Context: an optimization exercise on an open-source flow, tuned for small area. The choices shown serve that exercise and are no tape-out recipe.
The RTL was checked by simulation tests, not by an equivalence proof against the original design.
No activity file was given, so power comes from the tool's default toggle rates.

`flow/config.mk`:
```
export PLATFORM = sky130hd
export DESIGN_NAME = clustered_greens_rom
export DESIGN_NICKNAME = clustered_greens_rom
export VERILOG_FILES = /design/flow/design.v
export SDC_FILE = /design/flow/constraint.sdc
export NUM_CORES = 4
export LEC_CHECK = 0
export CAP_MARGIN = 20
export CORE_MARGIN = 2
export CORE_UTILIZATION = 45
export GPL_TIMING_DRIVEN = 0
export SETUP_SLACK_MARGIN = 0.1
export SLEW_MARGIN = 20
```
`flow/constraint.sdc`:
```
create_clock -name core_clock -period 3.0 [get_ports {clk}]
set_input_delay 0.6000 -clock core_clock [delete_from_list [all_inputs] [get_ports {clk}]]
set_output_delay 0.6000 -clock core_clock [all_outputs]
set_load 0.01 [all_outputs]
```
`flow/design.v`:
```
`timescale 1ns/100ps
module clustered_greens_rom (
  input  logic         clk,
  input  logic         rst,
  input  logic [7:0]   me,
  input  logic [23:0]  coords_x,
  input  logic [23:0]  coords_y,
  input  logic [23:0]  coords_z,
  output logic [255:0] rdata
);
  logic [7:0][3:0] e_in;
  logic [23:0]     l_in;
  logic [3:0]      t_in;
  logic [2:0]      c_in;
  for (genvar p = 0; p < 8; p++) begin : g_enc
    grom_enc enc_i (
      .i ({coords_z[3*p +: 3], coords_y[3*p +: 3], coords_x[3*p +: 3]}),
      .o (e_in[p])
    );
    assign l_in[3*p +: 3] = e_in[p][2:0];
  end
  for (genvar j = 0; j < 4; j++) begin : g_pair
    assign t_in[j] = e_in[j][3] | e_in[7-j][3];
  end
  assign c_in = {coords_z[0], coords_y[0], coords_x[0]};
  logic [5:0][23:0] l_q;
  logic [5:0][3:0]  t_q;
  logic [5:0][2:0]  c_q;
  logic [23:0]      l_6;
  logic [3:0]       t_6;
  logic [7:0]       x_6;
  logic [7:0]       maj_6;
  always_ff @(posedge clk) begin
    l_q[0] <= l_in;
    t_q[0] <= t_in;
    c_q[0] <= c_in;
    for (int i = 1; i < 6; i++) begin
      l_q[i] <= l_q[i-1];
      t_q[i] <= t_q[i-1];
      c_q[i] <= c_q[i-1];
    end
    l_6 <= l_q[5];
    t_6 <= t_q[5];
    for (int q = 0; q < 8; q++) begin
      x_6[q]   <= (^(c_q[5] ^ 3'(q))) ^ l_q[5][3*q];
      maj_6[q] <= ((c_q[5][0] ^ q[0]) & (c_q[5][1] ^ q[1])) |
                  ((c_q[5][0] ^ q[0]) & (c_q[5][2] ^ q[2])) |
                  ((c_q[5][1] ^ q[1]) & (c_q[5][2] ^ q[2]));
    end
  end
  logic [7:0][24:0] v;
  for (genvar p = 0; p < 8; p++) begin : g_dec
    grom_dec_x dec_i (.i({maj_6[p], x_6[p], t_6[p < 4 ? p : 7 - p], l_6[3*p +: 3]}), .o(v[p]));
  end
  for (genvar p = 0; p < 8; p++) begin : g_out
    assign rdata[32*p +: 32] = {7'd0, v[p]};
  end
endmodule
module grom_enc (input logic [8:0] i, output logic [3:0] o);
  wire i0 = i[0];
  wire i1 = i[1];
  wire i2 = i[2];
  wire i3 = i[3];
  wire i4 = i[4];
  wire i5 = i[5];
  wire i6 = i[6];
  wire i7 = i[7];
  wire i8 = i[8];
  wire o0;
  assign o[0] = o0;
  wire o1;
  assign o[1] = o1;
  wire o2;
  assign o[2] = o2;
  wire o3;
  assign o[3] = o3;
  wire new_n14, new_n15, new_n16, new_n17, new_n18, new_n19, new_n20, new_n21, new_n22, new_n23, new_n24, new_n25, new_n26, new_n27, new_n28, new_n29, new_n30, new_n31, new_n32, new_n33, new_n34, new_n35, new_n36, new_n37, new_n38, new_n39, new_n40, new_n41, new_n42, new_n43, new_n44, new_n45, new_n47;
  assign new_n14 = (~i7);   
  assign new_n15 = (~i6&~new_n14);   
  assign new_n16 = (~i4);   
  assign new_n17 = (~i3&~new_n16);   
  assign new_n18 = (~i1);   
  assign new_n19 = (~i0&~new_n18);   
  assign new_n20 = (~new_n17) | (~new_n19);   
  assign new_n21 = (new_n17&new_n20) | (new_n19&new_n20);   
  assign new_n22 = (~new_n15) | (~new_n21);   
  assign new_n23 = (~new_n22);   
  assign new_n24 = (~new_n15&~new_n21);   
  assign new_n25 = (~i4&i5);   
  assign new_n26 = (~new_n16&~i5);   
  assign new_n27 = (~new_n25&~new_n26) | (~i3);   
  assign new_n28 = (~new_n25) | (~new_n27);   
  assign new_n29 = (~i2);   
  assign new_n30 = (~i1&~new_n29&~i0);   
  assign new_n31 = (~i8);   
  assign new_n32 = (~i7&~new_n31&~i6);   
  assign new_n33 = (~new_n30) | (~new_n32);   
  assign new_n34 = (~new_n30&~new_n32) | (~new_n33);   
  assign new_n35 = (~new_n28) | (~new_n34);   
  assign new_n36 = (~i6);   
  assign new_n37 = (~new_n14&~i7) | (~new_n14&~new_n31) | (~i8&~i7) | (~i8&~new_n31);   
  assign new_n38 = (~new_n36&~new_n37) | (~new_n22);   
  assign new_n39 = (~i1&~new_n29);   
  assign new_n40 = (~new_n18&~i2);   
  assign new_n41 = (~new_n39&~new_n40) | (~i0);   
  assign new_n42 = (~new_n20) | (~new_n27) | (~new_n41);   
  assign new_n43 = (~new_n27&~new_n41) | (~new_n42);   
  assign new_n44 = (new_n38&new_n42) | (new_n43&new_n42);   
  assign new_n45 = (~new_n35) | (~new_n44);   
  assign o0 = (~new_n23&~new_n24) | (~new_n45);   
  assign new_n47 = (~new_n38) | (~new_n43);   
  assign o1 = (~new_n38&~new_n43) | (~new_n47) | (~new_n45);   
  assign o2 = (new_n28&new_n35) | (new_n34&new_n35) | (new_n28&new_n44) | (new_n34&new_n44);   
  assign o3 = (~new_n28&~new_n34) | (~new_n33);   
endmodule
module grom_dec_x (input logic [5:0] i, output logic [24:0] o);
  wire i0 = i[0];
  wire i1 = i[1];
  wire i2 = i[2];
  wire i3 = i[3];
  wire i4 = i[4];
  wire i5 = i[5];
  wire o0;
  assign o[0] = o0;
  wire o1;
  assign o[1] = o1;
  wire o2;
  assign o[2] = o2;
  wire o3;
  assign o[3] = o3;
  wire o4;
  assign o[4] = o4;
  wire o5;
  assign o[5] = o5;
  wire o6;
  assign o[6] = o6;
  wire o7;
  assign o[7] = o7;
  wire o8;
  assign o[8] = o8;
  wire o9;
  assign o[9] = o9;
  wire o10;
  assign o[10] = o10;
  wire o11;
  assign o[11] = o11;
  wire o12;
  assign o[12] = o12;
  wire o13;
  assign o[13] = o13;
  wire o14;
  assign o[14] = o14;
  wire o15;
  assign o[15] = o15;
  wire o16;
  assign o[16] = o16;
  wire o17;
  assign o[17] = o17;
  wire o18;
  assign o[18] = o18;
  wire o19;
  assign o[19] = o19;
  wire o20;
  assign o[20] = o20;
  wire o21;
  assign o[21] = o21;
  wire o22;
  assign o[22] = o22;
  wire o23;
  assign o[23] = o23;
  wire o24;
  assign o[24] = o24;
  wire new_n100, new_n101, new_n102, new_n103, new_n104, new_n105, new_n106, new_n108, new_n109, new_n110, new_n111, new_n113, new_n114, new_n115, new_n116, new_n117, new_n118, new_n119, new_n121, new_n122, new_n123, new_n125, new_n126, new_n127, new_n129, new_n131, new_n132, new_n135, new_n137, new_n139, new_n140, new_n143, new_n144, new_n145, new_n148, new_n149, new_n150, new_n151, new_n153, new_n155, new_n159, new_n32, new_n33, new_n34, new_n35, new_n36, new_n37, new_n38, new_n39, new_n40, new_n41, new_n42, new_n43, new_n44, new_n45, new_n46, new_n47, new_n48, new_n49, new_n50, new_n51, new_n52, new_n53, new_n54, new_n55, new_n56, new_n57, new_n59, new_n60, new_n61, new_n62, new_n63, new_n64, new_n65, new_n66, new_n67, new_n68, new_n69, new_n70, new_n71, new_n72, new_n73, new_n74, new_n75, new_n76, new_n77, new_n78, new_n79, new_n80, new_n81, new_n82, new_n83, new_n85, new_n86, new_n87, new_n88, new_n89, new_n90, new_n91, new_n92, new_n93, new_n94, new_n95, new_n96, new_n98, new_n99;
  assign new_n32 = (~i1) | (~i4) | (~i5);   
  assign new_n33 = (i5) | (~i3);   
  assign new_n34 = (i1) | (~i4);   
  assign new_n35 = (i0) | (new_n33) | (new_n34);   
  assign new_n36 = (i2) | (~i4);   
  assign new_n37 = (~i0&i1);   
  assign new_n38 = (i3) | (new_n36) | (new_n37);   
  assign new_n39 = (~i0&~i4);   
  assign new_n40 = (~i5&~new_n39) | (i2);   
  assign new_n41 = (~new_n32) | (~new_n35) | (~new_n38) | (~new_n40);   
  assign new_n42 = (~i5) | (~new_n39);   
  assign new_n43 = (~i1&i4);   
  assign new_n44 = (~i1&~i2);   
  assign new_n45 = (~i3&~i5&~new_n44);   
  assign new_n46 = (~new_n43) | (~new_n45);   
  assign new_n47 = (~i1&~new_n42) | (~new_n46);   
  assign new_n48 = (~i0&~new_n47) | (~i4&~new_n47) | (~new_n41&~new_n47);   
  assign new_n49 = (i0) | (~i1);   
  assign new_n50 = (~i3);   
  assign new_n51 = (~new_n50&~i5);   
  assign new_n52 = (~new_n51) | (~new_n44);   
  assign new_n53 = (~new_n52&~i0) | (~i5&~new_n49);   
  assign new_n54 = (i1) | (i3) | (i5);   
  assign new_n55 = (i0) | (~i2);   
  assign new_n56 = (~new_n54&~new_n55) | (~i2&~new_n49);   
  assign new_n57 = (~i4&~new_n56) | (~new_n53&~new_n56);   
  assign o0 = (~new_n48) | (~new_n57);   
  assign new_n59 = (~i2&~i5);   
  assign new_n60 = (~i2) | (~i5);   
  assign new_n61 = (~i1&new_n60) | (~new_n59&new_n60);   
  assign new_n62 = (~i0&~i4&~new_n61);   
  assign new_n63 = (~i1&~i2&~new_n33);   
  assign new_n64 = (~new_n54&~new_n55);   
  assign new_n65 = (~i3&~i5);   
  assign new_n66 = (~i2&i0);   
  assign new_n67 = (i4&new_n65&new_n66);   
  assign new_n68 = (~i4&~new_n64&~new_n67) | (~new_n63&~new_n64&~new_n67);   
  assign new_n69 = (~i3&i1);   
  assign new_n70 = (~i4) | (~new_n69);   
  assign new_n71 = (~i5&~new_n70);   
  assign new_n72 = (i2) | (~i0);   
  assign new_n73 = (~new_n55) | (~new_n72);   
  assign new_n74 = (i5&new_n43&new_n73);   
  assign new_n75 = (~i5&~new_n45) | (~new_n73&~new_n45);   
  assign new_n76 = (~new_n66&~new_n75);   
  assign new_n77 = (~i1) | (~i5);   
  assign new_n78 = (i4) | (~i5);   
  assign new_n79 = (~i0) | (~new_n78);   
  assign new_n80 = (~i2&~new_n44) | (~i2&~i0) | (~new_n39&~new_n44) | (~new_n39&~i0);   
  assign new_n81 = (~new_n77&~new_n80) | (~new_n79&~new_n80);   
  assign new_n82 = (~i4&~new_n81) | (~new_n76&~new_n81);   
  assign new_n83 = (new_n71) | (new_n74) | (new_n82);   
  assign o1 = (new_n62) | (~new_n68) | (~new_n83);   
  assign new_n85 = (~new_n33) | (~new_n78);   
  assign new_n86 = (~i2&~new_n85&i1);   
  assign new_n87 = (~i4) | (~new_n55);   
  assign new_n88 = (~new_n71&~new_n86) | (~new_n87);   
  assign new_n89 = (~new_n49&~new_n40);   
  assign new_n90 = (~new_n78) | (~new_n89);   
  assign new_n91 = (~new_n88) | (~new_n90);   
  assign new_n92 = (~i2) | (~new_n39);   
  assign new_n93 = (i3&new_n42) | (i3&i2) | (i5&new_n42) | (new_n92&new_n42) | (i5&i2) | (new_n92&i2);   
  assign new_n94 = (~i1&~new_n93);   
  assign new_n95 = (~new_n60&~new_n34) | (~new_n39&~new_n52);   
  assign new_n96 = (~new_n60&~new_n87);   
  assign o2 = (new_n91) | (new_n94) | (new_n95) | (new_n96);   
  assign new_n98 = (new_n54) | (~i0);   
  assign new_n99 = (~i2) | (~new_n69);   
  assign new_n100 = (~new_n98&~i4) | (~new_n99&~i4);   
  assign new_n101 = (~i0&~new_n74&~new_n71) | (~new_n100&~new_n74&~new_n71);   
  assign new_n102 = (~i4) | (~new_n51);   
  assign new_n103 = (~new_n54&~new_n43) | (~new_n102&~new_n43);   
  assign new_n104 = (new_n45&new_n103);   
  assign new_n105 = (~new_n33&~new_n80);   
  assign new_n106 = (~new_n104&~new_n105);   
  assign o3 = (~new_n101) | (~new_n106);   
  assign new_n108 = (~i0) | (~i1);   
  assign new_n109 = (~new_n61&~i4) | (~new_n108&~i4);   
  assign new_n110 = (~i0) | (~new_n77);   
  assign new_n111 = (~new_n59&~new_n110) | (~i0&~new_n34);   
  assign o4 = (~new_n103&~new_n109&~new_n111);   
  assign new_n113 = (~i5&~new_n49);   
  assign new_n114 = (~new_n52) | (~new_n98);   
  assign new_n115 = (~i2&~new_n114) | (~new_n113&~new_n114);   
  assign new_n116 = (~new_n65) | (~new_n66);   
  assign new_n117 = (~new_n49&~new_n102) | (~new_n116);   
  assign new_n118 = (~i0&~new_n46);   
  assign new_n119 = (~new_n96&~new_n105&~new_n117&~new_n118);   
  assign o5 = (~i4&~new_n115) | (~new_n119);   
  assign new_n121 = (~new_n37&new_n46) | (~new_n75&new_n46);   
  assign new_n122 = (~new_n39&~new_n96) | (~new_n54&~new_n96);   
  assign new_n123 = (~i0&~new_n74) | (~new_n104&~new_n74);   
  assign o6 = (~new_n121) | (~new_n122) | (~new_n123);   
  assign new_n125 = (~i4) | (~new_n76);   
  assign new_n126 = (~i0) | (~new_n100);   
  assign new_n127 = (i2) | (i4) | (new_n49);   
  assign o7 = (~i0&~new_n52) | (~new_n125) | (~new_n126) | (~new_n127);   
  assign new_n129 = (~i2&~new_n42) | (~new_n127);   
  assign o20 = (new_n67) | (new_n86) | (new_n129);   
  assign new_n131 = (~new_n34&~new_n60);   
  assign new_n132 = (~i0&~new_n67) | (~new_n131&~new_n67);   
  assign o8 = (o20) | (~new_n132) | (~new_n92) | (~new_n52);   
  assign o9 = (i4&new_n63) | (new_n81) | (new_n104);   
  assign new_n135 = (~new_n95&new_n32);   
  assign o10 = (~i0&~new_n135) | (~new_n93);   
  assign new_n137 = (~new_n44&~new_n69&i0);   
  assign o11 = (~new_n41&~new_n137);   
  assign new_n139 = (~new_n65&~new_n92);   
  assign new_n140 = (~new_n113&~new_n139);   
  assign o12 = (~new_n48) | (~new_n90) | (~new_n140);   
  assign o13 = (~i4&~new_n140) | (~new_n132) | (~new_n98) | (~new_n83);   
  assign new_n143 = (~new_n32&~new_n73);   
  assign new_n144 = (~new_n74&~new_n129&~new_n143);   
  assign new_n145 = (~i5&~new_n63&~new_n91) | (~i5&~new_n57&~new_n91) | (~new_n39&~new_n63&~new_n91) | (~new_n39&~new_n57&~new_n91);   
  assign o14 = (~new_n61&~new_n144) | (~new_n145);   
  assign o15 = (~new_n52) | (~new_n101);   
  assign new_n148 = (~new_n96&~new_n104);   
  assign new_n149 = (~i0&~new_n52) | (~new_n42) | (~new_n32);   
  assign new_n150 = (~i0&~new_n70);   
  assign new_n151 = (~new_n67&~new_n139&~new_n149&~new_n150);   
  assign o16 = (~new_n148) | (~new_n151);   
  assign new_n153 = (~new_n63&~new_n64&~new_n117);   
  assign o17 = (~new_n44&~new_n93) | (~new_n148) | (~new_n153);   
  assign new_n155 = (new_n52&new_n92) | (i1);   
  assign o18 = (~new_n121) | (~new_n144) | (~new_n155);   
  assign o19 = (new_n76) | (new_n62) | (new_n131) | (new_n100);   
  assign o21 = (~i1&~new_n72&~new_n85);   
  assign new_n159 = (~new_n50&~i4) | (~i0);   
  assign o22 = (i5&new_n44&new_n159);   
  assign o23 = (~i0&~new_n36&~new_n54);   
  assign o24 = (~new_n40&~new_n54);   
endmodule
```
`flow/flow/run.sh`:
```
#!/bin/bash
# Own flow: the standard layout (standard.sh) with two changes:
#  - synthesis: ABC maps the combinational logic with flow/abc_area.script instead of ORFS's
#    script, and Yosys's full-adder extraction is skipped (the logic is already gate-level);
#    registers, flattening and renaming are the standard synthesis's.
#  - placement: the port buffers are sky130_fd_sc_hd__buf_1 (every input and output port still
#    gets one) instead of the resizer's choice of a clkdlybuf4s50 delay cell.
#  - clock tree: TritonCTS as standard but with no
#    dummy loads; it is still a balanced tree from the clock port to every register.
set -euo pipefail
W=$PWD
{
  echo 'proc abc {args} {'
  echo '  set i [lsearch -exact $args -script]'
  echo "  if {\$i >= 0} { lset args [expr {\$i + 1}] $W/flow/abc_area.script }"
  echo '  yosys abc {*}$args'
  echo '}'
  echo '# adders stay plain logic for ABC'
  echo 'proc extract_fa {args} {}'
  cat synth_recipe.tcl
} > own_synth.tcl
export BUFFER_PORTS_ARGS="-buffer_cell sky130_fd_sc_hd__buf_1"
export CTS_ARGS="-sink_clustering_enable -repair_clock_nets -dont_use_dummy_load"
bash standard.sh SYNTH_SCRIPT="$W/own_synth.tcl" synth > synth_make.log 2>&1
bash standard.sh SYNTH_SCRIPT="$W/own_synth.tcl" finish > layout_make.log 2>&1
```
`flow/flow/abc_area.script`:
```
strash
&get -n
&b -d
&dch -f
&nf -p -R 1000
&put
topo
upsize -D 1100
dnsize -D 1100
topo
stime -c
```
`flow/standard.sh`:
```
#!/bin/bash
# synth_recipe.tcl (not shown) runs the flow's synth.tcl, then flattens the netlist and writes it again
# the make line also repeats each setting of config.mk as NAME=value (left out here)
make -C /OpenROAD-flow-scripts/flow DESIGN_CONFIG=/design/flow/config.mk WORK_HOME=/design/flow/orfs CLKGATE_MAP_FILE= SYNTH_SCRIPT=/design/flow/synth_recipe.tcl "${@:-finish}"
```
==> run_results.csv, run 1 <==
group,metric,value,unit
synthesis,syn_inst,1782,
final_layout,regArea,0.00477,mm2
detailed_routing,wl,39700,um
sta,final_max_slew_viol_count,0,
critical_path,timing.rr.start,"c_q[15]$_DFF_P_",
global_routing,antenna_found_initial,0,
floorplanning,die_w,178,um
placement,placed_area,0.0154,mm2
pwr,sequentialPowerShare,32.0,%
final_layout,final_core_util,58.6,%
final_layout,fillers,2833,
critical_path,critical_path.startpoint,"maj_6[4]$_DFF_P_",
sta,finalWorstPathRequiredPeriod,2.91,ns
synthesis,ys.flop_type,"dfxtp_1",
pwr,p_sw,5.01,mW
cts,numCtsBuffers,21,
critical_path,cp_slowest_cell,"dfxtp_4",
placement,place_hpwl,27600,um
synthesis,synth_area,0.0137,mm2
sta,rsz0062_at_grt,"true",
worst_hold_path,worstHoldStart,"l_q[104]$_DFF_P_",
pwr,p_int,8.09,mW
detailed_routing,first_iter_violations,1700,
critical_path,cp.required,2.40,ns
synthesis,synth_edf_count,0,
sta,max_freq,0.343,GHz
cts,cts_tree,"built",
detailed_routing,drc,0,
placement,place_worst_setup_slack,-0.209,ns
synthesis,synth_area_leaders,"dfxtp_1 34%, buf_4 14%, nand2_1 7.4%, nor2_1 4.2%, o21ai_0 4.0%",
sta,report.final.hold_viol_count,0,
synthesis,syn-mean-instance-area,7.67,um2
synthesis,synth_area_leader_cell,"dfxtp_1",
pwr,p_comb_share,51.6,%
pwr,power,13.1,mW
global_routing,grt_pass1_vias,12200,
sta,worst_pin_slew,0.603,ns
sta,setup_viol,0,
cts,htree_levels,1,
final_layout,multi_input_area,0.00789,mm2
global_routing,grt_max_degree,27,
critical_path,crit_arrival,2.31,ns
final_layout,fin_cells,2609,
worst_hold_path,hp-class,"flop to flop",
synthesis,yosys_warnings,1,
critical_path,cp_num_buf_inv,2,
detailed_routing,ant_nets,0,
floorplanning,io_pins,338,
sta,period_share,97.1,%
floorplanning,num_rows,63,
sta,postLayoutSetupSlackWorst,0.0872,ns
floorplanning,die_h,178,um
flow_run,cap_violations,0,
detailed_routing,route.detailed.vias_per_inst,5.48,
final_layout,fin_nets,2302,
critical_path,crit_path_end_kind,"primary output",
floorplanning,initial_core_util,45.9,%
sta,skew,0.0300,ns
critical_path,worstSetupPathDepth,7,
detailed_routing,num_vias,14300,
cts,ctsRootBufferMaster,"clkbuf_16",
synthesis,synth-seq-area-share,33.7,%
final_layout,drive_gt1_share,24.7,%
critical_path,critical-path-top-delay-family,"simple AND/OR/NAND/NOR gates",
detailed_routing,wl_per_cell,15.2,um
sta,fin_tns_setup,0,ns
global_routing,track_usage,22.4,%
cts,clk_pin_slew,0.06,ns
pwr,pwr-share-clk,16.4,%
pwr,leakage,7.60,nW
cts,clock_latency,0.47,ns
floorplanning,core-area,0.0298,mm2
cts,cts.sinks,230,
pwr,p_sw_share,38.2,%
critical_path,cpPeakStageDelay,0.50,ns
critical_path,crit_type,"flop to primary output",
worst_hold_path,holdPathStages,0,
placement,portBuffers,272,
floorplanning,dieArea,0.0318,mm2
sta,timing.hold.ws,0.310,ns
final_layout,final_common_cell,"buf_4",
placement,place.gp.congestion,0.962,
critical_path,path_cells,"nand2b_4 -> nor3_1 -> a211oi_1 -> and4_1 -> o21ai_0 -> buf_4 -> buf_1",
critical_path,startpoint_type,"flop",
synthesis,synth_cell_types,53,
status,status,"finished clean",
final_layout,final_cell_area,0.0174,mm2
global_routing,gr-total-overflow,0,
synthesis,synth_top_area_share,33.7,%
detailed_routing,firstDrtPassIters,7,
pwr,power_density,750,mW/mm2
cts,clock_path_buffers,3,
global_routing,grt_pass1_wl,59600,um
placement,place_inst,2500,
sta,slew_headroom,59.7,%
critical_path,reg2reg_depth,5,
final_layout,synthToLayoutAreaGrowth,27.6,%
pwr,vdd_ir_drop_max,0.000398,V
synthesis,synthArstFlopShare,0,%
final_layout,final_cell_mix,"332 x buf_4, 268 x buf_1, 257 x nand2_1",
critical_path,crit_fanout,20,
synthesis,ys_ff_latch,230,
per-layer routing:
layer	part of all wire, %	global-route usage [%]	vias to the layer above
met3	9.2	2.92	121
met4	2.6	6.44	0
met5	0	0	-
li1	-	-	6851
met1	42	31.2	6444
met2	46	36.2	883
power by group through the flow:
stage / Sequential, mW / Combinational [mW] / Clock, mW
finish: 4.19 / 6.76 / 2.14
global route: 4.26 / 7.36 / 2.34
CTS: 4.32 / 6.08 / 2.21
detailed placement: 4.36 / 5.79 / 0
global placement: 4.36 / 5.82 / 0
floorplan: 4.11 / 4.35 / 0
layout make-up:
cell class | instances | share of cell area, %
inverter | 19 | 0.581
antenna | 1 | 0.0143
tap | 390 | 2.80
buffer | 256 | 11.0
multi-input combinational | 1332 | 45.2
timing repair buffer | 360 | 10.0
sequential | 230 | 27.3
clock buffer | 21 | 3.01
synth_stat cells, types with 3 or more instances:
library cell and number:
nand2_1 268, buf_4 256, dfxtp_1 230, nor2_1 152, o21ai_0 109, nand3_1 99
nand2b_1 74, a21oi_1 73, nor2b_1 59, xor2_1 44, nor3_1 43, nand4_1 30
nor3b_1 28, o2111ai_1 28, or3_1 28, xnor2_1 21, a21boi_0 19, and3_1 17
a31oi_1 15, clkinv_1 15, o22ai_1 15, nand3b_1 14, a22oi_1 13, nor4b_1 13
and2_0 12, a22o_1 11, o221ai_1 11, o211ai_1 10, or2_0 9, o21a_1 8
a211oi_1 6, and4_1 6, nor4_1 6, o31a_1 5, a21o_1 4, mux2i_1 4
or4_1 4, a32oi_1 3, inv_2 3
kinds of logic (layout without fill, tap and decap cells):
logic type	Yosys count	in the layout	synth area share, %
and+or+nand+nor	871	871	31.8
AOI/OAI and AO/OA	336	336	15.4
DFF	230	230	33.7
other	1	57	0.0274
buffers and inverters	275	656	14.6
xor gates and xnor gates	65	65	4.16
muxes	4	4	0.293
flip-flops by register name, indices dropped and copies added, names as in the netlist:
register and flops:
c_q 18, l_6 24, l_q 144, maj_6 8
t_6 4, t_q 24, x_6 8
final timing paths:
check	endpoint	slack, ns
min reg2reg	l_q[128]$_DFF_P_	0.31
max	rdata[145]	0.09
max reg2reg	x_6[2]$_DFF_P_	1.48
min	l_q[128]$_DFF_P_	0.31
timing repair:
item	CTS	global route
pin swaps	4	14
resized for setup	167	113
hold buffers	0	0
setup buffers	33	54
endpoints found under the setup margin	173	111
==> inputs of run 2 (changes only) <==
--- a/flow/flow/run.sh
+++ b/flow/flow/run.sh
@@ -1,7 +1,9 @@
 #!/bin/bash
-# Own flow: the standard layout (standard.sh) with two changes:
+# Own flow: the standard layout (standard.sh) with these changes:
 #  - synthesis: ABC maps the combinational logic with flow/abc_area.script instead of ORFS's
 #    script, and Yosys's full-adder extraction is skipped (the logic is already gate-level);
 #    registers, flattening and renaming are the standard synthesis's.
+#  - floorplan: the buffers synthesis leaves (Yosys's insbuf on aliased nets) are removed
+#    (REMOVE_ABC_BUFFERS=1), as the standard flow does with timing-driven placement.
 #  - placement: the port buffers are sky130_fd_sc_hd__buf_1 (every input and output port still
 #    gets one) instead of the resizer's choice of a clkdlybuf4s50 delay cell.
@@ -23,3 +25,3 @@
 export CTS_ARGS="-sink_clustering_enable -repair_clock_nets -dont_use_dummy_load"
 bash standard.sh SYNTH_SCRIPT="$W/own_synth.tcl" synth > synth_make.log 2>&1
-bash standard.sh SYNTH_SCRIPT="$W/own_synth.tcl" finish > layout_make.log 2>&1
+bash standard.sh SYNTH_SCRIPT="$W/own_synth.tcl" REMOVE_ABC_BUFFERS=1 finish > layout_make.log 2>&1
==> run 2 against run 1 <==
  * Die area is the same
  * Count of clock-buffer cells in the layout grew 2
  * Critical path depth shrank 2
  * Via count shrank 8.2%
  * Combinational power shrank 29%
  * Sequential power grew 3%
  * Setup slack gained 0.056 ns
  * Critical endpoint is now rdata[240]
==> run_results.csv, run 2 <==
group,metric,value,unit
detailed_routing,route.detailed.vias_per_inst,5.67,
pwr,power,11.4,mW
critical_path,path_cells,"nand2b_1 -> o22ai_1 -> and2_2 -> or4_1 -> buf_1",
sta,worst_pin_slew,0.676,ns
sta,max_freq,0.350,GHz
flow_run,cap_violations,0,
cts,htree_levels,1,
final_layout,reg_top3,"l_q: 144 flops, l_6: 24 flops, t_q: 24 flops",
sta,final_max_slew_viol_count,0,
final_layout,largest_reg_flops,144,
status,status,"finished clean",
detailed_routing,wl_per_cell,15.6,um
synthesis,ys.flop_type,"dfxtp_1",
floorplanning,die_w,178,um
cts,clock_latency,0.48,ns
sta,finalWorstPathRequiredPeriod,2.86,ns
sta,postLayoutSetupSlackWorst,0.143,ns
critical_path,crit_type,"flop to primary output",
floorplanning,die_h,178,um
critical_path,critical_path.startpoint,"maj_6[7]$_DFF_P_",
critical_path,cp.required,2.40,ns
pwr,power_density,763,mW/mm2
synthesis,synth_edf_count,0,
synthesis,synth_area_leaders,"dfxtp_1 34%, buf_4 14%, nand2_1 7.4%, nor2_1 4.2%, o21ai_0 4.0%",
sta,slew_headroom,54.3,%
synthesis,synth_area,0.0137,mm2
critical_path,timing.rr.start,"c_q[15]$_DFF_P_",
synthesis,synth.most_common_cell,"nand2_1",
synthesis,syn-mean-instance-area,7.67,um2
pwr,vdd_ir_drop_max,0.000339,V
cts,clk_pin_slew,0.06,ns
detailed_routing,num_vias,13100,
pwr,sequentialPowerShare,37.9,%
pwr,p_sw_share,40.6,%
cts,cts_tree,"built",
placement,place.gp.congestion,0.958,
final_layout,final_cell_mix,"268 x buf_1, 262 x nand2_1, 186 x dfxtp_1",
critical_path,crit_path_end_kind,"primary output",
pwr,p_sw,4.62,mW
sta,timing.hold.ws,0.310,ns
placement,place_hpwl,26100,um
final_layout,fin_nets,2006,
synthesis,synth_top_area_share,33.7,%
floorplanning,dieArea,0.0318,mm2
worst_hold_path,worstHoldStart,"coords_z[0]",
critical_path,cpPeakStageDelay,0.53,ns
cts,cts.sinks,230,
final_layout,drive_gt1_share,10.2,%
placement,portBuffers,272,
global_routing,track_usage,20.4,%
critical_path,crit_arrival,2.26,ns
global_routing,grt_pass1_vias,11200,
global_routing,gr-total-overflow,0,
synthesis,syn_inst,1782,
synthesis,synth_common_cells,"268 x nand2_1, 256 x buf_4, 230 x dfxtp_1",
critical_path,r2r_setup_slack,1.54,ns
cts,clock_path_buffers,3,
pwr,p_int,6.77,mW
cts,numCtsBuffers,23,
synthesis,ys_ff_latch,230,
synthesis,synth-seq-area-share,33.7,%
global_routing,grt_pass1_wl,54700,um
floorplanning,core-area,0.0298,mm2
detailed_routing,wl,36100,um
final_layout,fillers,2964,
synthesis,yosys_warnings,1,
critical_path,cp_slowest_cell,"or4_1",
sta,rsz0062_at_grt,"true",
floorplanning,num_rows,63,
detailed_routing,ant_nets,0,
pwr,leakage,6.02,nW
global_routing,grt_max_degree,27,
final_layout,top_register,"l_q",
detailed_routing,firstDrtPassIters,6,
critical_path,crit_fanout,19,
pwr,p_comb_share,41.9,%
synthesis,synth_cell_types,53,
sta,setup_viol,0,
detailed_routing,first_iter_violations,1800,
final_layout,final_common_cell,"buf_1",
floorplanning,initial_core_util,45.9,%
sta,period_share,95.2,%
final_layout,synthToLayoutAreaGrowth,9.19,%
detailed_routing,drc,0,
global_routing,antenna_found_initial,3,
cts,ctsRootBufferMaster,"clkbuf_16",
pwr,pwr-share-clk,20.2,%
synthesis,synth_area_leader_cell,"dfxtp_1",
sta,skew,0.0164,ns
placement,place_worst_setup_slack,-0.0725,ns
sta,report.final.hold_viol_count,0,
final_layout,final_core_util,50.1,%
critical_path,startpoint_type,"flop",
synthesis,synthArstFlopShare,0,%
worst_hold_path,hp-class,"input port to flop",
floorplanning,io_pins,338,
run 2: through the flow:
| step | instance area [um2] | instances | TNS, ns |
|---|---|---|---|
| after floorplan | 12000 | 1581 | 0 |
| after global placement | 13500 | 2243 | -0.138 |
| after detailed placement | 13500 | 2244 | -0.117 |
| after CTS | 14300 | 2268 | 0 |
| after global routing | 14900 | 2315 | 0 |
| final | 14900 | 2315 | 0 |
run 2: cells by family (layout without fill, tap and decap cells):
kind of cell           count (synthesis)  after routing  synth area share, %
other                                  1             59               0.0274
multiplexers                           4              4                0.293
XOR/XNOR                              65             65                 4.16
buffers and inverters                275            360                 14.6
flip-flops                           230            230                 33.7
AO/OA/AOI/OAI                        336            336                 15.4
AND/OR/NAND/NOR                      871            871                 31.8
run 2: critical path, delay by kind of cell, from the launching register on:
family | cells | cell delay [ns]
compound gates | 1 | 0.14
buf+inv | 1 | 0.15
flops | 1 | 0.50
simple gates | 3 | 0.99
run 2: final cells by class:
type,count,area [um2],share of cell area [%]
flip-flops and latches,230,4770,32.0
well taps,390,488,3.27
clock buffers,23,576,3.86
repair buffers,318,1380,9.26
diodes,3,7.51,0.0503
inverters,19,88.8,0.595
multi-input cells,1332,7610,51.0
run 2: final timing paths:
path	to	cells past startpoint
worst max-delay path	rdata[240]	5
worst min-delay path	c_q[2]$_DFF_P_	1
worst max register to register	x_6[2]$_DFF_P_	5
worst min register to register	c_q[6]$_DFF_P_	0
run 2: power groups by stage:
| stage | registers [mW] | logic [mW] | clock network [mW] |
|---|---|---|---|
| finish | 4.32 | 4.77 | 2.30 |
| CTS | 4.35 | 4.36 | 2.39 |
| detailed placement | 4.35 | 4.29 | 0 |
| global route | 4.40 | 5.23 | 2.51 |
| global placement | 4.36 | 4.34 | 0 |
| floorplan | 4.11 | 2.91 | 0 |
run 2: timing repair:
item / in CTS / in global routing
hold buffers: 0 / 0
setup buffers: 1 / 44
resized for setup: 113 / 85
pin swaps: 0 / 6
setup endpoints to repair: 162 / 110
gates cloned: 0 / 0
run 2: per-layer routing:
layer	share of wire [%]	wire [um]	global-route usage, %
met5	0	0	0
met4	3.6	1290	7.28
met3	9.0	3250	2.51
met2	44	15900	31.5
met1	43	15700	29.3
==> inputs of run 3 (changes only) <==
--- a/flow/config.mk
+++ b/flow/config.mk
@@ -8,5 +8,5 @@
 export CAP_MARGIN = 20
 export CORE_MARGIN = 2
-export CORE_UTILIZATION = 45
+export CORE_UTILIZATION = 55
 export GPL_TIMING_DRIVEN = 0
 export SETUP_SLACK_MARGIN = 0.1
==> run 3 against run 2 <==
  * Critical path depth grew 1
  * Highest routed layer unchanged
  * Still clean
  * First-iteration DRC count is 5.9% higher
  * Largest cell class unchanged
  * Global-route usage up 3.3 points
  * Sequential power is essentially flat
  * Critical endpoint is now rdata[140]
  * Critical path type unchanged
==> run_results.csv, run 3 <==
group,metric,value,unit
final_layout,largest_reg_flops,144,
floorplanning,dieArea,0.0261,mm2
floorplanning,die_w,162,um
critical_path,worstSetupEndpoint,"rdata[140]",
worst_hold_path,hp-class,"flop to flop",
flow_run,cap_violations,0,
critical_path,crit_path_end_kind,"primary output",
cts,htree_levels,1,
synthesis,synthArstFlopShare,0,%
cts,numCtsBuffers,20,
sta,postLayoutSetupSlackWorst,0.127,ns
floorplanning,die_h,162,um
pwr,vdd_ir_drop_max,0.000340,V
synthesis,syn-mean-instance-area,7.67,um2
final_layout,drive_gt1_share,9.84,%
sta,final_max_slew_viol_count,0,
synthesis,synth_area_leaders,"dfxtp_1 34%, buf_4 14%, nand2_1 7.4%, nor2_1 4.2%, o21ai_0 4.0%",
final_layout,final_core_util,60.4,%
sta,finalWorstPathRequiredPeriod,2.87,ns
sta,max_freq,0.348,GHz
critical_path,crit_fanout,22,
detailed_routing,drc,0,
critical_path,timing.rr.start,"c_q[15]$_DFF_P_",
cts,clock_path_buffers,3,
pwr,power,11.1,mW
cts,ctsRootBufferMaster,"clkbuf_16",
final_layout,final_cell_mix,"269 x buf_1, 263 x nand2_1, 186 x dfxtp_1",
cts,cts.sinks,230,
cts,cts_tree,"built",
cts,clk_pin_slew,0.06,ns
critical_path,critical_path.startpoint,"x_6[4]$_DFF_P_",
sta,rsz0062_at_grt,"true",
sta,setup_viol,0,
global_routing,grt_max_degree,27,
global_routing,track_usage,23.7,%
sta,worst_pin_slew,0.565,ns
detailed_routing,wl,34500,um
global_routing,antenna_found_initial,0,
critical_path,crit_type,"flop to primary output",
critical_path,reg2reg_depth,5,
synthesis,synth.most_common_cell,"nand2_1",
synthesis,synth_cell_types,53,
sta,report.final.hold_viol_count,0,
detailed_routing,num_vias,13100,
cts,clock_latency,0.46,ns
detailed_routing,ant_nets,0,
placement,place.gp.congestion,0.952,
worst_hold_path,holdPathStages,0,
synthesis,synth_area_leader_cell,"dfxtp_1",
synthesis,synth_common_cells,"268 x nand2_1, 256 x buf_4, 230 x dfxtp_1",
final_layout,fillers,2363,
global_routing,gr-total-overflow,0,
sta,timing.hold.ws,0.318,ns
final_layout,reg_top3,"l_q: 144 flops, l_6: 24 flops, t_q: 24 flops",
detailed_routing,wl_per_cell,15.4,um
synthesis,syn_inst,1782,
floorplanning,num_rows,57,
final_layout,synthToLayoutAreaGrowth,7.72,%
sta,skew,0.0156,ns
placement,place_worst_setup_slack,-0.159,ns
global_routing,grt_pass1_wl,53400,um
synthesis,ys.flop_type,"dfxtp_1",
synthesis,ys_ff_latch,230,
detailed_routing,first_iter_violations,1907,
synthesis,yosys_warnings,1,
synthesis,synth_edf_count,0,
synthesis,synth-seq-area-share,33.7,%
critical_path,cp.required,2.40,ns
placement,place_hpwl,24600,um
synthesis,synth_area,0.0137,mm2
critical_path,crit_arrival,2.27,ns
status,status,"finished clean",
final_layout,fin_nets,1995,
placement,portBuffers,272,
sta,period_share,95.8,%
global_routing,grt_pass1_vias,11100,
final_layout,top_register,"l_q",
sta,slew_headroom,62.1,%
pwr,leakage,5.92,nW
floorplanning,io_pins,338,
critical_path,r2r_setup_slack,1.66,ns
detailed_routing,route.detailed.vias_per_inst,5.87,
final_layout,final_common_cell,"buf_1",
floorplanning,core-area,0.0244,mm2
synthesis,synth_top_area_share,33.7,%
pwr,power_density,753,mW/mm2
floorplanning,initial_core_util,56.0,%
detailed_routing,firstDrtPassIters,6,
critical_path,startpoint_type,"flop",
final_layout,antenna-diode-count,0,
sta,fin_tns_setup,0,ns
critical_path,reg2reg_to,"x_6[6]$_DFF_P_",
## run 3: cell families (layout without fill, tap and decap cells)
| family | count (synthesis) | after routing | share of synthesized area [%] |
|---|---|---|---|
| AOI/OAI and AO/OA | 336 | 336 | 15.4 |
| xor gates and xnor gates | 65 | 65 | 4.16 |
| buffers and inverters | 275 | 349 | 14.6 |
| DFF | 230 | 230 | 33.7 |
| muxes | 4 | 4 | 0.293 |
| other | 1 | 56 | 0.0274 |
| and+or+nand+nor | 871 | 871 | 31.8 |
## run 3: per-stage QoR
stage | cell area (um2) | instances
floorplan | 12000 | 1581
global placement | 13400 | 2177
detailed placement | 13400 | 2178
CTS | 14200 | 2200
global route | 14700 | 2235
finish | 14700 | 2235
## run 3: how the worst min path moves through the flow
stage                     startpoint               to
floorplan             c_q[7]$_DFF_P_  c_q[10]$_DFF_P_
finish              l_q[122]$_DFF_P_   l_6[2]$_DFF_P_
detailed placement  l_q[137]$_DFF_P_  l_6[17]$_DFF_P_
global placement     l_q[61]$_DFF_P_  l_q[85]$_DFF_P_
CTS                      coords_x[0]   c_q[0]$_DFF_P_
global route             coords_x[0]   c_q[0]$_DFF_P_
## run 3: final cells by class
type                            count  area, um2  share of cell area [%]
Clock buffer                       20        500                    3.40
Sequential cell                   230       4770                    32.4
Inverter                           19       90.1                   0.612
Timing Repair Buffer              310       1310                    8.90
Tap cell                          324        405                    2.75
Multi-Input combinational cell   1332       7650                    52.0
## run 3: repair_timing
| action | CTS | global route |
|---|---|---|
| setup endpoints to repair | 160 | 102 |
| setup buffers | 2 | 35 |
| gates resized for setup | 102 | 95 |
| pin swaps | 1 | 7 |
| hold buffers | 0 | 0 |
## run 3: layer usage
layer	share of wire [%]	routed length [um]	global-route usage [%]
met1	42	14500	33.8
met2	46	15700	37.8
met3	10	3550	3.60
met4	2.2	750	6.23
met5	0	0	0
## run 3: report_power, final
group | internal (mW) | switching [mW] | total (mW)
logic | 1.77 | 2.92 | 4.69
registers | 3.64 | 0.691 | 4.33
clock network | 1.17 | 0.903 | 2.07
total | 6.59 | 4.51 | 11.1
## run 3: critical path, stage by stage, from the launching register on
cell and delay (ns):
dfxtp_4 0.51, nor2_4 0.11, o21ai_0 0.39, nand4_1 0.20
a31oi_1 0.32, nand3b_1 0.13, buf_1 0.14
==> inputs of run 4 (changes only) <==
--- a/flow/config.mk
+++ b/flow/config.mk
@@ -8,5 +8,5 @@
 export CAP_MARGIN = 20
 export CORE_MARGIN = 2
-export CORE_UTILIZATION = 55
+export CORE_UTILIZATION = 62
 export GPL_TIMING_DRIVEN = 0
 export SETUP_SLACK_MARGIN = 0.1
==> run 4 against run 3 <==
  * Register-to-register slack worse by 0.07 ns
  * Core utilization up 6.4 points
  * Design area down 1.3%
  * Cell count fell by 2.5%
  * Critical path depth up 2
  * Still clean
  * Synthesized cell count stayed put
  * First-iteration DRC count fell by 43%
  * Power down 0.26%
  * Largest cell class unchanged
==> run_results.csv, run 4 <==
group,metric,value,unit
status,status,"finished clean",
cts,ctsRootBufferMaster,"clkbuf_16",
floorplanning,die_w,152,um
global_routing,antenna_found_initial,4,
synthesis,synth_common_cells,"268 x nand2_1, 256 x buf_4, 230 x dfxtp_1",
detailed_routing,ant_nets,0,
synthesis,synth_edf_count,0,
sta,timing.hold.ws,0.288,ns
floorplanning,die_h,152,um
critical_path,path_cells,"nand2b_1 -> nand2_2 -> a21oi_2 -> nor2b_1 -> nand2_1 -> a21oi_1 -> or4_1 -> buf_1",
synthesis,syn-mean-instance-area,7.67,um2
cts,cts.sinks,230,
placement,portBuffers,272,
detailed_routing,num_vias,13000,
cts,clock_latency,0.48,ns
final_layout,final_cell_mix,"272 x buf_1, 261 x nand2_1, 186 x dfxtp_1",
placement,place_hpwl,24500,um
sta,max_freq,0.345,GHz
final_layout,top_register,"l_q",
pwr,power_density,761,mW/mm2
sta,report.final.hold_viol_count,0,
critical_path,startpoint_type,"flop",
synthesis,synth_top_area_share,33.7,%
synthesis,yosys_warnings,1,
sta,period_share,96.6,%
floorplanning,core-area,0.0218,mm2
final_layout,drive_gt1_share,8.60,%
detailed_routing,drc,0,
final_layout,reg_top3,"l_q: 144 flops, l_6: 24 flops, t_q: 24 flops",
sta,fin_tns_setup,0,ns
critical_path,cp.required,2.40,ns
detailed_routing,firstDrtPassIters,5,
critical_path,crit_arrival,2.30,ns
pwr,leakage,5.83,nW
sta,rsz0062_at_grt,"true",
final_layout,synthToLayoutAreaGrowth,6.34,%
cts,cts_tree,"built",
cts,htree_levels,1,
sta,skew,0.0295,ns
cts,postCtsHoldBufs,0,
synthesis,synth_area,0.0137,mm2
global_routing,grt_max_degree,27,
synthesis,synth_area_leader_cell,"dfxtp_1",
global_routing,track_usage,27.0,%
synthesis,syn_inst,1782,
floorplanning,io_pins,338,
sta,final_max_slew_viol_count,0,
global_routing,gr-total-overflow,0,
floorplanning,dieArea,0.0233,mm2
synthesis,synth-seq-area-share,33.7,%
critical_path,crit_fanout,15,
final_layout,fin_nets,1979,
sta,setup_viol,0,
floorplanning,num_rows,54,
pwr,p_sw_share,40.6,%
critical_path,cpPeakStageDelay,0.50,ns
critical_path,r2r_setup_slack,1.59,ns
synthesis,synth.most_common_cell,"nand2_1",
detailed_routing,wl,34500,um
sta,worst_pin_slew,0.544,ns
floorplanning,initial_core_util,62.8,%
pwr,p_comb_share,41.1,%
cts,clk_pin_slew,0.06,ns
worst_hold_path,hp-class,"input port to flop",
pwr,pwr-share-clk,19.4,%
detailed_routing,route.detailed.vias_per_inst,5.98,
pwr,sequentialPowerShare,39.6,%
flow_run,cap_violations,0,
synthesis,ys.flop_type,"dfxtp_1",
global_routing,grt_pass1_wl,54800,um
critical_path,crit_path_end_kind,"primary output",
global_routing,grt_pass1_vias,11300,
final_layout,largest_reg_flops,144,
critical_path,crit_type,"flop to primary output",
synthesis,synthArstFlopShare,0,%
cts,numCtsBuffers,21,
synthesis,synth_area_leaders,"dfxtp_1 34%, buf_4 14%, nand2_1 7.4%, nor2_1 4.2%, o21ai_0 4.0%",
pwr,vdd_ir_drop_max,0.000446,V
sta,slew_headroom,63.7,%
critical_path,cp_slowest_cell,"or4_1",
sta,finalWorstPathRequiredPeriod,2.90,ns
cts,clock_path_buffers,3,
detailed_routing,first_iter_violations,1084,
final_layout,fillers,1907,
synthesis,ys_ff_latch,230,
synthesis,synth_cell_types,53,
final_layout,final_common_cell,"buf_1",
placement,place.gp.congestion,0.983,
pwr,p_sw,4.49,mW
detailed_routing,wl_per_cell,15.8,um
pwr,p_int,6.58,mW
==> run 4: worst max-delay path: cells and delay by family, from the launching register on <==
kind	cells	cell delay, ns
DFF	1	0.46
AOI/OAI and AO/OA	2	0.23
buffers and inverters	1	0.14
and+or+nand+nor	5	0.98
==> run 4: power groups by stage <==
stage | registers (mW) | clock network (mW) | logic, mW
detailed placement | 4.35 | 0 | 4.21
CTS | 4.35 | 2.20 | 4.25
finish | 4.38 | 2.14 | 4.54
global route | 4.46 | 2.32 | 4.98
floorplan | 4.11 | 0 | 2.91
global placement | 4.33 | 0 | 4.21
==> run 4: kinds of logic after synthesis <==
logic type	after synthesis	synth area share (%)
muxes	4	0.293
buffers and inverters	275	14.6
AOI/OAI and AO/OA	336	15.4
and+or+nand+nor	871	31.8
xor gates and xnor gates	65	4.16
other	1	0.0274
DFF	230	33.7
==> run 4: cell type report <==
type,instances,area [um2],area share [%]
timing repair buffer,293,1190,8.22
inverter,19,87.6,0.602
sequential,230,4760,32.8
multi-input combinational,1332,7600,52.3
clock buffer,21,526,3.61
antenna,4,10.0,0.0689
tap,280,350,2.41
==> run 4: final timing paths <==
check | start | depth (start not counted) | to
max | l_6[2]$_DFF_P_ | 8 | rdata[1]
min reg2reg | c_q[2]$_DFF_P_ | 0 | c_q[5]$_DFF_P_
max reg2reg | c_q[17]$_DFF_P_ | 5 | x_6[2]$_DFF_P_
min | coords_x[0] | 1 | c_q[0]$_DFF_P_
==> run 4: per-stage QoR <==
stage	setup slack (ns)	std cells	util [%]	cell area [um2]	power [mW]
detailed placement	-0.0486	2134	61.3	13300	8.56
CTS	0.0349	2155	64.7	14100	10.8
global placement	-0.105	2133	61.3	13300	8.54
global route	-0.0196	2178	66.8	14500	11.8
floorplan	0.581	1581	-	12000	7.02
finish	0.103	2179	66.8	14500	11.1
==> run 4: what timing repair did <==
action,CTS,global route
pin swaps,0,4
setup buffers,0,20
setup endpoints to repair,156,108
resized for setup,93,92
==> run 4: metal layers <==
layer  global-route usage, %  wire length, um  vias up
met5                       0                0        -
met3                    4.49             3630       90
met4                    8.11              897        0
li1                        -                -     6201
met1                    37.1            13800     5879
met2                    43.7            16200      861
==> inputs of run 5 (changes only) <==
--- a/flow/config.mk
+++ b/flow/config.mk
@@ -8,5 +8,5 @@
 export CAP_MARGIN = 20
 export CORE_MARGIN = 2
-export CORE_UTILIZATION = 62
+export CORE_UTILIZATION = 70
 export GPL_TIMING_DRIVEN = 0
 export SETUP_SLACK_MARGIN = 0.1
==> run 5 against run 4 <==
  * Power up 2.8%
  * Critical endpoint is now rdata[113]
  * Register-to-register slack got worse by 0.13 ns
  * Highest routed layer is now met5
  * First-iteration DRC count up 39%
==> run_results.csv, run 5 <==
group,metric,value,unit
status,status,"finished clean",
placement,place_hpwl,25800,um
floorplanning,num_rows,51,
critical_path,crit_arrival,2.33,ns
floorplanning,dieArea,0.0207,mm2
sta,slew_headroom,59.0,%
sta,skew,0.0355,ns
sta,postLayoutSetupSlackWorst,0.0742,ns
floorplanning,io_pins,338,
sta,timing.hold.ws,0.312,ns
pwr,power_density,773,mW/mm2
global_routing,track_usage,33.3,%
synthesis,synth_top_area_share,33.7,%
critical_path,reg2reg_to,"x_6[7]$_DFF_P_",
pwr,vdd_ir_drop_max,0.000392,V
synthesis,ys.flop_type,"dfxtp_1",
critical_path,critical_path.startpoint,"x_6[3]$_DFF_P_",
cts,htree_levels,1,
critical_path,startpoint_type,"flop",
critical_path,reg2reg_depth,5,
critical_path,crit_type,"flop to primary output",
pwr,leakage,5.97,nW
sta,report.final.hold_viol_count,0,
critical_path,crit_path_end_kind,"primary output",
floorplanning,die_h,144,um
cts,cts_tree,"built",
critical_path,worstSetupEndpoint,"rdata[113]",
synthesis,yosys_warnings,1,
worst_hold_path,holdPathStages,0,
synthesis,ys_ff_latch,230,
sta,rsz0062_at_grt,"true",
global_routing,grt_max_degree,27,
synthesis,synth.most_common_cell,"nand2_1",
critical_path,r2r_setup_slack,1.46,ns
sta,finalWorstPathRequiredPeriod,2.93,ns
global_routing,grt_pass1_wl,57100,um
detailed_routing,firstDrtPassIters,13,
synthesis,syn-mean-instance-area,7.67,um2
floorplanning,core-area,0.0193,mm2
placement,place_worst_setup_slack,-0.101,ns
sta,final_max_slew_viol_count,0,
synthesis,synth-seq-area-share,33.7,%
final_layout,final_common_cell,"buf_1",
sta,worst_pin_slew,0.611,ns
synthesis,synth_edf_count,0,
critical_path,crit_fanout,13,
detailed_routing,drc,0,
cts,clk_pin_slew,0.07,ns
cts,cts.sinks,230,
sta,period_share,97.5,%
critical_path,cp.required,2.40,ns
synthesis,synth_area_leaders,"dfxtp_1 34%, buf_4 14%, nand2_1 7.4%, nor2_1 4.2%, o21ai_0 4.0%",
synthesis,synth_area_leader_cell,"dfxtp_1",
final_layout,top_register,"l_q",
final_layout,final_core_util,76.1,%
placement,place.gp.congestion,0.962,
cts,clock_latency,0.48,ns
synthesis,synth_common_cells,"268 x nand2_1, 256 x buf_4, 230 x dfxtp_1",
sta,max_freq,0.342,GHz
final_layout,largest_reg_flops,144,
final_layout,reg_top3,"l_q: 144 flops, l_6: 24 flops, t_q: 24 flops",
cts,postCtsHoldBufs,0,
pwr,power,11.4,mW
floorplanning,die_w,144,um
synthesis,syn_inst,1782,
critical_path,timing.rr.start,"c_q[15]$_DFF_P_",
detailed_routing,first_iter_violations,1511,
final_layout,fin_cells,2188,
detailed_routing,ant_nets,0,
worst_hold_path,hp-class,"flop to flop",
global_routing,gr-total-overflow,0,
placement,portBuffers,272,
synthesis,synth_cell_types,53,
placement,place_inst,2119,
synthesis,synth_area,0.0137,mm2
detailed_routing,route.detailed.vias_per_inst,6.37,
sta,setup_viol,0,
final_layout,synthToLayoutAreaGrowth,7.69,%
synthesis,synthArstFlopShare,0,%
final_layout,fin_nets,2006,
detailed_routing,num_vias,13900,
flow_run,cap_violations,0,
floorplanning,initial_core_util,70.7,%
cts,ctsRootBufferMaster,"clkbuf_16",
detailed_routing,wl,40100,um
final_layout,final_cell_mix,"271 x buf_1, 261 x nand2_1, 186 x dfxtp_1",
global_routing,grt_pass1_vias,11700,
cts,numCtsBuffers,20,
global_routing,antenna_found_initial,1,
final_layout,drive_gt1_share,10.4,%
cts,clock_path_buffers,3,
detailed_routing,wl_per_cell,18.3,um
run 5: cell counts after synthesis:
Identical to the previous run, type by type.
run 5: area by class of cell:
class	count	area, um2
clock buffers	20	500
fillers	1391	4610
diodes	1	2.50
well taps	265	332
flip-flops and latches	230	4770
repair buffers	321	1390
multi-input cells	1332	7640
inverters	19	86.3
run 5: worst min path at each step:
stage               startpoint              end
2_1_floorplan   c_q[7]$_DFF_P_  c_q[10]$_DFF_P_
3_3_place_gp   l_q[46]$_DFF_P_  l_q[70]$_DFF_P_
5_1_grt            coords_z[0]   c_q[2]$_DFF_P_
6_report       t_q[23]$_DFF_P_   t_6[3]$_DFF_P_
4_1_cts            coords_y[0]   c_q[1]$_DFF_P_
3_5_place_dp    c_q[7]$_DFF_P_  c_q[10]$_DFF_P_
run 5: logic make-up (layout without fill, tap and decap cells):
| logic type | Yosys count | in the layout | synth area share, % |
|---|---|---|---|
| simple gates | 871 | 871 | 31.8 |
| compound gates | 336 | 336 | 15.4 |
| buf+inv | 275 | 360 | 14.6 |
| flops | 230 | 230 | 33.7 |
| xor+xnor | 65 | 65 | 4.16 |
| mux | 4 | 4 | 0.293 |
| other cells | 1 | 57 | 0.0274 |
run 5: timing repair:
action | CTS | global route
setup endpoints to repair | 161 | 101
buffers inserted | 0 | 48
resized for setup | 113 | 78
pin swaps | 0 | 6
run 5: power breakdown:
part | switching (mW) | leakage (nW) | internal [mW]
logic | 3.03 | 3.77 | 1.78
registers | 0.747 | 1.95 | 3.64
clock network | 0.998 | 0.246 | 1.17
run 5: metal layers:
metal	GRT usage [%]	vias to the layer above	wire length, um
met5	0	-	11
met3	5.26	255	4770
met2	55.9	1228	18900
met4	13.6	2	2040
met1	42.8	6216	14400
li1	-	6239	-
run 5: stage by stage:
step / setup TNS (ns) / instance area [um2]
floorplan: 0 / 12000
global placement: -0.0538 / 13300
detailed placement: -0.178 / 13300
CTS: 0 / 14100
global route: -0.00133 / 14700
finish: 0 / 14700
run 5: worst max-delay path: stages, from the launching register on:
cell and delay, ns:
dfxtp_4 0.41, nor2_4 0.27, nand2_1 0.18, o21ai_0 0.23
o221ai_2 0.16, o21ai_0 0.25, or4_1 0.18, buf_1 0.16
==> inputs of run 6 (changes only) <==
--- a/flow/config.mk
+++ b/flow/config.mk
@@ -8,6 +8,7 @@
 export CAP_MARGIN = 20
 export CORE_MARGIN = 2
-export CORE_UTILIZATION = 70
+export CORE_UTILIZATION = 62
 export GPL_TIMING_DRIVEN = 0
+export PLACE_DENSITY = 0.8
 export SETUP_SLACK_MARGIN = 0.1
 export SLEW_MARGIN = 20
==> run 6 against run 5 <==
  * Clock skew shrank 0.016 ns
  * Clock power is essentially flat
  * Synthesized cell count is the same
  * Die area grew 13%
  * Area after synthesis is the same
  * Hold slack is essentially flat
  * Combinational power is essentially flat
  * Routed wire length shrank 8.5%
  * Critical path depth shrank 1
  * Count of clock-buffer cells in the layout grew 1
  * Core utilization shrank 8.5 points
==> run_results.csv, run 6 <==
group,metric,value,unit
status,status,"finished clean",
final_layout,largest_reg_flops,144,
critical_path,path_cells,"or3_4 -> o22ai_1 -> and2_1 -> nor4_1 -> o21ai_0 -> buf_1",
cts,clk_pin_slew,0.06,ns
global_routing,grt_pass1_wl,57100,um
floorplanning,die_w,152,um
synthesis,synth-seq-area-share,33.7,%
final_layout,reg_top3,"l_q: 144 flops, l_6: 24 flops, t_q: 24 flops",
flow_run,cap_violations,0,
worst_hold_path,worstHoldStart,"t_q[18]$_DFF_P_",
placement,place.gp.congestion,0.993,
sta,rsz0062_at_grt,"true",
critical_path,timing.rr.start,"c_q[17]$_DFF_P_",
critical_path,reg2reg_depth,5,
placement,placed_area,0.0133,mm2
synthesis,synth.most_common_cell,"nand2_1",
final_layout,drive_gt1_share,9.72,%
floorplanning,initial_core_util,62.8,%
detailed_routing,num_vias,13300,
detailed_routing,firstDrtPassIters,6,
final_layout,top_register,"l_q",
sta,worst_pin_slew,0.595,ns
global_routing,antenna_found_initial,1,
synthesis,syn_inst,1782,
detailed_routing,drc,0,
critical_path,crit_path_end_kind,"primary output",
floorplanning,core-area,0.0218,mm2
critical_path,critical-path-top-delay-family,"simple AND/OR/NAND/NOR gates",
global_routing,grt_pass1_vias,11900,
synthesis,synth_area_leaders,"dfxtp_1 34%, buf_4 14%, nand2_1 7.4%, nor2_1 4.2%, o21ai_0 4.0%",
cts,ctsRootBufferMaster,"clkbuf_16",
critical_path,r2r_setup_slack,1.48,ns
sta,slew_headroom,60.0,%
synthesis,synth_area,0.0137,mm2
pwr,leakage,5.98,nW
placement,place_worst_setup_slack,-0.120,ns
sta,skew,0.0191,ns
detailed_routing,wl,36700,um
synthesis,ys.flop_type,"dfxtp_1",
critical_path,cp_slowest_cell,"or3_4",
placement,place_hpwl,25200,um
global_routing,gr-total-overflow,0,
synthesis,synth_common_cells,"268 x nand2_1, 256 x buf_4, 230 x dfxtp_1",
sta,max_freq,0.350,GHz
final_layout,final_common_cell,"buf_1",
critical_path,crit_fanout,14,
final_layout,final_cell_area,0.0147,mm2
synthesis,synth_cell_types,53,
global_routing,grt_max_degree,27,
final_layout,fin_nets,2007,
critical_path,startpoint_type,"flop",
critical_path,reg2reg_to,"x_6[2]$_DFF_P_",
cts,numCtsBuffers,21,
pwr,power_density,768,mW/mm2
sta,report.final.hold_viol_count,0,
sta,setup_viol,0,
critical_path,cpPeakStageDelay,0.46,ns
cts,htree_levels,1,
sta,postLayoutSetupSlackWorst,0.140,ns
final_layout,synthToLayoutAreaGrowth,7.67,%
sta,period_share,95.3,%
floorplanning,dieArea,0.0233,mm2
critical_path,crit_arrival,2.26,ns
worst_hold_path,hp-class,"flop to flop",
critical_path,crit_type,"flop to primary output",
cts,cts.sinks,230,
placement,portBuffers,272,
global_routing,track_usage,28.1,%
synthesis,synth_edf_count,0,
synthesis,synth_area_leader_cell,"dfxtp_1",
detailed_routing,route.detailed.vias_per_inst,6.03,
floorplanning,io_pins,338,
pwr,vdd_ir_drop_max,0.000414,V
synthesis,synth_top_area_share,33.7,%
sta,final_max_slew_viol_count,0,
worst_hold_path,hold_end,"t_q[22]$_DFF_P_",
cts,clock_latency,0.47,ns
critical_path,cp.required,2.40,ns
synthesis,yosys_warnings,1,
floorplanning,num_rows,54,
synthesis,syn-mean-instance-area,7.67,um2
synthesis,ys_ff_latch,230,
cts,clock_path_buffers,3,
synthesis,synthArstFlopShare,0,%
detailed_routing,ant_nets,0,
final_layout,final_cell_mix,"269 x buf_1, 263 x nand2_1, 186 x dfxtp_1",
floorplanning,die_h,152,um
sta,finalWorstPathRequiredPeriod,2.86,ns
detailed_routing,wl_per_cell,16.7,um
detailed_routing,first_iter_violations,1637,
worst_hold_path,holdPathStages,0,
critical_path,cp_num_buf_inv,1,
cts,cts_tree,"built",
-- run 6: cell counts after synthesis --
No cell type changed its count.
-- run 6: routing by layer --
metal  GRT usage [%]  vias up  routed length (um)
li1                -     6245                   -
met1            38.2     5953               14500
met2            47.6      978               17500
met3            3.04      120                3740
met4            8.11        0                 947
met5               0        -                   0
-- run 6: cell type report --
type,count,area (um2)
Fill cell,1797,7040
Antenna cell,1,2.50
Multi-Input combinational cell,1332,7570
Clock buffer,21,526
Sequential cell,230,4770
Tap cell,280,350
Timing Repair Buffer,321,1420
Inverter,19,90.1
-- run 6: how the worst max path moves through the flow --
stage | end | depth (start not counted) | startpoint | slack (ns)
after floorplan | rdata[106] | 6 | t_6[3]$_DFF_P_ | 0.58
after global routing | rdata[237] | 9 | l_6[22]$_DFF_P_ | 0.0005
final | rdata[241] | 6 | t_6[0]$_DFF_P_ | 0.14
after detailed placement | rdata[106] | 7 | t_6[3]$_DFF_P_ | -0.12
after global placement | rdata[106] | 7 | t_6[3]$_DFF_P_ | -0.17
after CTS | rdata[166] | 7 | l_6[16]$_DFF_P_ | 0.09
-- run 6: stage by stage --
step	total power, mW	TNS, ns	hold slack (ns)	util, %	instances
finish	11.3	0	0.311	67.7	2204
global route	12.0	0	0.318	67.7	2204
CTS	10.9	0	0.308	64.9	2155
detailed placement	8.59	-0.212	0.312	61.3	2134
global placement	8.59	-0.484	0.310	61.3	2133
floorplan	7.02	0	0.310	-	1581
-- run 6: cell families (layout without fill, tap and decap cells) --
family	count (synthesis)	in the layout	synth area share, %
and+or+nand+nor	871	871	31.8
xor gates and xnor gates	65	65	4.16
buffers and inverters	275	361	14.6
muxes	4	4	0.293
other	1	57	0.0274
DFF	230	230	33.7
AOI/OAI and AO/OA	336	336	15.4
-- run 6: power by group --
group / internal [mW] / total (mW) / leakage, nW / switching, mW
clock network: 1.23 / 2.19 / 0.259 / 0.964
logic: 1.79 / 4.81 / 3.77 / 3.02
registers: 3.64 / 4.30 / 1.95 / 0.657
-- run 6: repair_timing --
| item | in CTS | in global routing |
|---|---|---|
| resized for setup | 109 | 69 |
| buffers inserted | 0 | 48 |
| hold buffers | 0 | 0 |
| pin swaps | 0 | 9 |
| cloned | 0 | 0 |
| setup endpoints to repair | 159 | 97 |
==> inputs of run 7 (changes only) <==
--- a/flow/config.mk
+++ b/flow/config.mk
@@ -6,9 +6,8 @@
 export NUM_CORES = 4
 export LEC_CHECK = 0
-export CAP_MARGIN = 20
+export CAP_MARGIN = 5
 export CORE_MARGIN = 2
 export CORE_UTILIZATION = 62
 export GPL_TIMING_DRIVEN = 0
-export PLACE_DENSITY = 0.8
 export SETUP_SLACK_MARGIN = 0.1
-export SLEW_MARGIN = 20
+export SLEW_MARGIN = 5
==> run 7 against run 6 <==
  * Sequential cell count is the same
  * Power is 1.5% lower
  * Highest routed layer unchanged
  * Critical path depth unchanged
==> run_results.csv, run 7 <==
group,metric,value,unit
global_routing,grt_pass1_vias,11400,
synthesis,synth-simple-area-share,31.8,%
synthesis,syn_inst,1782,
floorplanning,io_pins,338,
pwr,p_sw,4.51,mW
synthesis,ys_ff_latch,230,
final_layout,final_common_cell,"buf_1",
final_layout,largest_reg_flops,144,
synthesis,yosys.area_share.xor_xnor,4.16,%
synthesis,synth_cell_types,53,
cts,cts.sinks,230,
synthesis,synth_compound_area_share,15.4,%
sta,rsz0062_at_grt,"true",
placement,place_inst,2133,
sta,report.final.hold_viol_count,0,
floorplanning,core-area,0.0218,mm2
cts,clock_path_buffers,3,
pwr,sequentialPowerShare,39.0,%
pwr,power_density,758,mW/mm2
final_layout,top_register,"l_q",
global_routing,track_usage,26.8,%
detailed_routing,wl,34900,um
synthesis,synth.most_common_cell,"nand2_1",
sta,setup_viol,0,
synthesis,synth_common_cells,"268 x nand2_1, 256 x buf_4, 230 x dfxtp_1",
sta,max_freq,0.350,GHz
synthesis,synth_area_leader_cell,"dfxtp_1",
synthesis,synth_fa_ha_area_share,0,%
sta,postLayoutSetupSlackWorst,0.141,ns
placement,place.gp.congestion,0.983,
synthesis,synth_top_family_by_area,"simple AND/OR/NAND/NOR gates",
cts,postCtsHoldBufs,0,
detailed_routing,firstDrtPassIters,5,
worst_hold_path,hp-class,"input port to flop",
sta,worst_pin_slew,0.894,ns
critical_path,cp.required,2.40,ns
cts,ctsRootBufferMaster,"clkbuf_16",
cts,clk_pin_slew,0.06,ns
critical_path,path_cells,"buf_2 -> nor2_1 -> a21oi_1 -> nor3_1 -> or4b_1 -> buf_1",
final_layout,final_cell_mix,"269 x buf_1, 262 x nand2_1, 186 x dfxtp_1",
detailed_routing,wl_per_cell,15.9,um
synthesis,synth_mux_area_share,0.293,%
pwr,p_int,6.62,mW
global_routing,antenna_found_initial,3,
final_layout,drive_gt1_share,9.52,%
final_layout,reg_top3,"l_q: 144 flops, l_6: 24 flops, t_q: 24 flops",
sta,final_max_slew_viol_count,0,
pwr,p_sw_share,40.5,%
synthesis,synth_edf_count,0,
placement,place_hpwl,24700,um
sta,period_share,95.3,%
placement,portBuffers,272,
detailed_routing,num_vias,13200,
pwr,leakage,5.93,nW
synthesis,synthArstFlopShare,0,%
floorplanning,num_rows,54,
placement,place_worst_setup_slack,-0.136,ns
floorplanning,die_w,152,um
synthesis,synth_area,0.0137,mm2
detailed_routing,first_iter_violations,1169,
pwr,pwr-share-clk,19.3,%
synthesis,synth_area_leaders,"dfxtp_1 34%, buf_4 14%, nand2_1 7.4%, nor2_1 4.2%, o21ai_0 4.0%",
critical_path,crit_arrival,2.26,ns
final_layout,fin_nets,1996,
flow_run,cap_violations,0,
floorplanning,die_h,152,um
status,status,"finished clean",
detailed_routing,ant_nets,0,
pwr,vdd_ir_drop_max,0.000434,V
synthesis,ys.flop_type,"dfxtp_1",
critical_path,startpoint_type,"flop",
## run 7: changes by cell type in the layout (fill, tap and decap cells not counted), sizes merged
cell,delta
diode,+2
clkinvlp,-1
clkbuf,-2
buf,-9
clkinv,+1
## run 7: kinds of logic (layout without fill, tap and decap cells)
logic type | count (synthesis) | after routing
AND/OR/NAND/NOR | 871 | 871
other | 1 | 59
AO/OA/AOI/OAI | 336 | 336
XOR/XNOR | 65 | 65
multiplexers | 4 | 4
buffers and inverters | 275 | 350
flip-flops | 230 | 230
## run 7: worst paths after layout
| check | end | slack [ns] | cells past startpoint |
|---|---|---|---|
| setup / recovery | rdata[19] | 0.14 | 6 |
| hold / removal | c_q[0]$_DFF_P_ | 0.28 | 1 |
| setup reg to reg | x_6[5]$_DFF_P_ | 1.35 | 4 |
| hold reg to reg | c_q[5]$_DFF_P_ | 0.29 | 0 |
## run 7: repair_timing
item	4_1_cts	5_1_grt
gates resized for setup	100	84
setup endpoints to repair	157	109
setup buffers	0	38
pin swaps	0	4
hold endpoints to repair	0	0
## run 7: power by group through the flow
| stage | logic (mW) | clock network, mW | registers (mW) |
|---|---|---|---|
| floorplan | 2.91 | 0 | 4.11 |
| global placement | 4.21 | 0 | 4.33 |
| detailed placement | 4.21 | 0 | 4.35 |
| CTS | 4.25 | 2.20 | 4.35 |
| global route | 5.08 | 2.32 | 4.42 |
| finish | 4.64 | 2.14 | 4.34 |
## run 7: worst reg2reg max path, stage by stage, from the launching register on
cell	delay (ns)
dfxtp_1	0.40
nand2b_1	0.15
nand2_1	0.09
xnor2_2	0.70
xnor2_1	0.14
## run 7: final cells by class
cell class              instances  area (um2)
flip-flops and latches        230        4760
inverters                      19        83.8
fillers                      1884        7080
multi-input cells            1332        7630
well taps                     280         350
diodes                          3        7.51
clock buffers                  21         526
repair buffers                310        1320
## run 7: metal layers
metal	part of all wire [%]	vias up	track usage (%)	wire, um
li1	-	6246	-	-
met1	40	5929	36.4	13900
met2	47	881	44.3	16300
met3	11	107	4.92	3830
met4	2.6	0	7.19	893
met5	0	-	0	0
## run 7: metrics by stage
step	hold slack [ns]	instance area (um2)	utilization, %
final	0.285	14700	67.5
after global routing	0.286	14700	67.5
after CTS	0.273	14100	64.7
after detailed placement	0.312	13300	61.3
after global placement	0.310	13300	61.3
after floorplan	0.310	12000	-

Check on run 7: ideal ports give 0.141 ns setup slack; a clkbuf_16 on the clock port and buf_2 on the inputs give 0.102 ns; moving port delays by the midpoint clock arrival (0.499 ns) as well gives 0.602 ns.
